Source: an optimization exercise on an open RTL-to-GDS flow (aim: small area, a short achievable clock period and few clock cycles per item). Production flows keep margins and buffers that such runs may drop. At most, simulation tests tie the RTL to the original design; equivalence was not proved.

==> flow/design.v (excerpt) <==
module pipelined_floating_point_multiplier #(
  parameter int unsigned EXPONENT_WIDTH   = 8,
  parameter int unsigned MANTISSA_WIDTH   = 23,
  parameter int unsigned ROUND_TO_NEAREST = 1
) (
  input  logic        clk,
  input  logic        rst,
  input  logic        in_valid,
  output logic        in_ready,
  input  logic [31:0] a,
  input  logic [31:0] b,
  output logic        out_valid,
  input  logic        out_ready,
  output logic [31:0] out,
  output logic        underflow_flag,
  output logic        overflow_flag,
  output logic        invalid_operation_flag
);
export LEC_CHECK = 0
export CAP_MARGIN = 20
export CORE_MARGIN = 2
export CORE_UTILIZATION = 40
export SETUP_SLACK_MARGIN = 4.95
export SLEW_MARGIN = 20
export SYNTH_HIERARCHICAL = 1
create_clock -name core_clock -period 9.0 [get_ports {clk}]
standard.sh (not shown) runs the stock make flow with config.mk's settings and CLKGATE_MAP_FILE= SYNTH_SCRIPT=/design/flow/synth_recipe.tcl, a recipe that flattens the netlist after the stock synthesis.
==> flow/flow/run.sh <==
#!/bin/bash
# Standard layout, with the port buffers as buf_1 cells instead of the
# default choice. Each tool's output goes to a log file in this folder.
set -e

export BUFFER_PORTS_ARGS="-buffer_cell sky130_fd_sc_hd__buf_1"
bash standard.sh > standard.log 2>&1
Change:
--- a/flow/design.v
+++ b/flow/design.v
@@ -139,23 +139,24 @@
     end
   end
   logic [47:15] r1_p;
   assign r1_p = r1_ps + r1_pc + 33'(r1_cin);
   logic        hi;
   logic        rnd_h, rnd_l, d1, ci1, q23, cy_h, cy_l;
   logic [23:0] ones;
   logic [46:24] q;
   logic [22:0] man_r;
   logic        cy;
   logic        uf, of;
-  logic [7:0]  e_p1, e_p2, e_out;
+  logic [7:0]  e_out;
+  logic        ei0, eci;
   logic [7:0]  e_0;
   logic        uf0, uf1, of0, of1, m0, m1;
   always_comb begin
     e_0 = r1_es[7:0] + 8'd129;       
     uf0 = r1_es < 9'd128;            
     uf1 = r1_es < 9'd127;            
     of0 = r1_es >= 9'd382;           
     of1 = r1_es >= 9'd381;           
     m0  = r1_es == 9'd381;           
     m1  = r1_es == 9'd380;           
   end
@@ -166,25 +167,26 @@
     for (int k = 0; k < 24; k++) ones[k] = &(r1_p[46:24] | ~(23'h7FFFFF >> (23 - k)));
     d1    = !hi && rnd_l;                         
     ci1   = (hi && rnd_h) || (d1 && r1_p[23]);    
     q23   = r1_p[23] ^ d1;
     for (int i = 0; i < 23; i++) q[24+i] = r1_p[24+i] ^ (ci1 && ones[i]);
     man_r = hi ? q[46:24] : {q[45:24], q23};
     cy_h  = rnd_h && ones[23];                    
     cy_l  = rnd_l && r1_p[23] && ones[22];        
     cy    = hi ? cy_h : cy_l;
     uf    = hi ? uf1 : uf0;
     of    = hi ? (of1 || (m1 && cy_h)) : (of0 || (m0 && cy_l));
-    e_p1  = r1_es[7:0] + 8'd130;
-    e_p2  = r1_es[7:0] + 8'd131;
-    e_out = (hi && cy) ? e_p2 : (hi || cy) ? e_p1 : e_0;
+    ei0   = hi ^ cy;
+    eci   = (hi && cy) || (ei0 && e_0[0]);
+    e_out[0] = e_0[0] ^ ei0;
+    for (int i = 1; i < 8; i++) e_out[i] = e_0[i] ^ (eci && &(e_0[7:1] | ~(7'h7F >> (8 - i))));
   end
   logic [31:0] o_d;
   logic        uf_d, of_d, inv_d;
   always_comb begin
     o_d   = {r1_s, e_out, man_r};
     uf_d  = 1'b0;
     of_d  = 1'b0;
     inv_d = 1'b0;
     if (r1_nan) begin
       o_d   = 32'hFFC00000;
       inv_d = r1_inv;
Setup slack degrades by 0.37 ns.
Design area climbs by about 3.4%.
Hold slack hardly moves.
Fmax went down by 8.5%.
Via count rose by about 2.5%.
Function was not checked in any run of this note: the RTL went through the layout flow alone.

========
pipelined_floating_point_multiplier, a different RTL version from the one above (not shown whole).
Size: roughly 2100 cells after synthesis, about 200 flip-flops, roughly 23000 µm² of cells after synthesis.
Settings: LEC_CHECK=0, CAP_MARGIN=20, CORE_MARGIN=2, CORE_UTILIZATION=40, SETUP_SLACK_MARGIN=4.8, SLEW_MARGIN=20, SYNTH_HIERARCHICAL=1; clock period 9.0 ns.
==> flow/flow/run.sh <==
#!/bin/bash
# Standard layout, with the port buffers as buf_4 cells instead of the
# default choice. Each tool's output goes to a log file in this folder.
set -e

export BUFFER_PORTS_ARGS="-buffer_cell sky130_fd_sc_hd__buf_4"
bash standard.sh > standard.log 2>&1
==> next run, changes <==
--- a/flow/design.v
+++ b/flow/design.v
@@ -35,57 +35,42 @@
   logic [25:0] yy;
   logic [11:0] c_bone, c_btwo, c_bneg;
   assign yy = {1'b1, b_m, 1'b0};
   always_comb begin
     for (int k = 0; k < 12; k++) begin
       c_bone[k] = yy[2*k+1] ^ yy[2*k];
       c_btwo[k] = (yy[2*k+2] & ~yy[2*k+1] & ~yy[2*k]) | (~yy[2*k+2] & yy[2*k+1] & yy[2*k]);
       c_bneg[k] = yy[2*k+2];
     end
   end
-  logic [23:0] za, zb;
-  logic        z22, z23;
-  always_comb begin
-    for (int i = 0; i < 24; i++) begin
-      za[i] = ~|({1'b0, a_m} & ((24'd1 << i) - 24'd1));
-      zb[i] = ~|({1'b0, b_m} & ((24'd1 << i) - 24'd1));
-    end
-    z22 = 1'b0;
-    z23 = 1'b0;
-    for (int i = 0; i <= 22; i++) z22 = z22 | (za[i] & zb[22-i]);
-    for (int i = 0; i <= 23; i++) z23 = z23 | (za[i] & zb[23-i]);
-  end
   logic        r0_v;
   logic        r0_s;
   logic        r0_a_e1, r0_a_mz, r0_a_ez, r0_a_q, r0_b_e1, r0_b_mz, r0_b_ez, r0_b_q;
   logic [9:0]  r0_e;
-  logic        r0_st0, r0_st1;
   logic [22:0] r0_ma;
   logic [11:0] r0_bone, r0_btwo, r0_bneg;
   always_ff @(posedge clk or posedge rst) begin
     if (rst)     r0_v <= 1'b0;
     else if (en) r0_v <= in_valid;
   end
   always_ff @(posedge clk) begin
     if (en) begin
       r0_s    <= a_s ^ b_s;
       r0_a_e1 <= a_e1;
       r0_a_mz <= a_mz;
       r0_a_ez <= a_ez;
       r0_a_q  <= a_m[22];
       r0_b_e1 <= b_e1;
       r0_b_mz <= b_mz;
       r0_b_ez <= b_ez;
       r0_b_q  <= b_m[22];
       r0_e    <= {2'b00, a_e} + {2'b00, b_e} - 10'd127;
-      r0_st0  <= !z22;              
-      r0_st1  <= !z23;              
       r0_ma   <= a_m;
       r0_bone <= c_bone;
       r0_btwo <= c_btwo;
       r0_bneg <= c_bneg;
     end
   end
   logic [47:17] ps, pc;
   logic         pcin;
   fpm_sigmul u_mul (.x(r0_ma), .bone(r0_bone), .btwo(r0_btwo), .bneg(r0_bneg),
                     .s(ps), .c(pc), .cin(pcin));
@@ -105,20 +90,39 @@
       c_inv = (a_nan && !r0_a_q) || (b_nan && !r0_b_q);
     end else if ((a_inf && r0_b_ez) || (r0_a_ez && b_inf)) begin
       c_nan = 1'b1;
       c_inv = 1'b1;
     end else if (a_inf || b_inf) begin
       c_inf = 1'b1;
     end else if (r0_a_ez || r0_b_ez) begin
       c_zero = 1'b1;
     end
   end
+  logic [22:0] ym;
+  always_comb begin
+    for (int k = 0; k < 12; k++) begin
+      if (2*k+1 <= 22) ym[2*k+1] = r0_bneg[k];
+      ym[2*k] = r0_bone[k] ^ ((k == 0) ? 1'b0 : r0_bneg[(k == 0) ? 0 : k-1]);
+    end
+  end
+  logic [23:0] za, zb;
+  logic        z22, z23;
+  always_comb begin
+    for (int i = 0; i < 24; i++) begin
+      za[i] = ~|({1'b0, r0_ma} & ((24'd1 << i) - 24'd1));
+      zb[i] = ~|({1'b0, ym} & ((24'd1 << i) - 24'd1));
+    end
+    z22 = 1'b0;
+    z23 = 1'b0;
+    for (int i = 0; i <= 22; i++) z22 = z22 | (za[i] & zb[22-i]);
+    for (int i = 0; i <= 23; i++) z23 = z23 | (za[i] & zb[23-i]);
+  end
   logic signed [9:0] e1;
   assign e1 = r0_e;
   logic        r1_s, r1_nan, r1_inf, r1_zero, r1_inv;
   logic [7:0]  r1_e;
   logic        r1_uf0, r1_uf1, r1_of0, r1_of1, r1_m0, r1_m1;
   logic [47:17] r1_ps, r1_pc;
   logic         r1_cin;
   logic        r1_st0, r1_st1;
   logic        r1_v;
   always_ff @(posedge clk or posedge rst) begin
@@ -135,22 +139,22 @@
       r1_e    <= e1[7:0];
       r1_uf0  <= e1 < 10'sd1;       
       r1_uf1  <= e1 < 10'sd0;       
       r1_of0  <= e1 >= 10'sd255;    
       r1_of1  <= e1 >= 10'sd254;    
       r1_m0   <= e1 == 10'sd254;    
       r1_m1   <= e1 == 10'sd253;    
       r1_ps   <= ps;
       r1_pc   <= pc;
       r1_cin  <= pcin;
-      r1_st0  <= r0_st0;
-      r1_st1  <= r0_st1;
+      r1_st0  <= !z22;              
+      r1_st1  <= !z23;              
     end
   end
   logic [47:17] r1_p;
   assign r1_p = r1_ps + r1_pc + 31'(r1_cin);
   logic        hi;
   logic [22:0] man_h, man_l;
   logic        rnd_h, rnd_l;
   logic [23:0] mr_h, mr_l;
   logic [22:0] man_r;
   logic        cy;
=> The new run went through all stages and came out clean. First-iteration DRC count grows by 21%. Sequential share of layout area shrinks by 0.14 points. Cell count grows by 1.3%. Clock-buffer cell count is unchanged. Synthesized cell count grows by 1.6%. Worst hold slack improved by 0.0063 ns. Worst setup slack improved by 0.11 ns. Non-clock buffer count shrinks by 6.
Testbench counts after the change, summed over its fixed seeds: cycles 12,024, items 12,000.
Only the layout flow was run in the first run of this note; the RTL was not checked for function there.

separate check: timing with driven ports:
How much do the figures lean on ideal ports? The routed layouts below were timed once more, with nothing changed but the port constraints. Step 1 sets driving cells, clkbuf_16 on the clock port and buf_2 on the other inputs (assumed; they add their load-dependent delay and slew). Step 2 moves the port delays by t, midway between the first and last clock arrival at a register: inputs arrive t later, outputs are due t later. That takes back most of the time a late clock gives input paths. a / b / c = ideal / step 1 / step 2; a / b = the first two.
| run | t (ns) | setup slack, ns | worst slew at a driven data input, ns | cell pins on the clock port's net |
|---|---|---|---|---|
| the first run of note 1 | 0.537 | 5.022 / 5.022 / 5.022 | 0.04 | 1 |
| the second run of note 1 | 0.548 | 4.655 / 4.655 / 4.655 | 0.04 | 1 |
| the first run of note 2 | 0.548 | 4.775 / 4.798 / 4.250 | 0.05 | 1 |
| the second run of note 2 | 0.556 | 4.889 / 4.889 / 4.889 | 0.04 | 1 |
After both steps setup and hold are still met in every run listed. The setup slack of the first run of note 2, which loses most, moves by +0.023 ns with the drivers and by -0.525 ns with both steps.
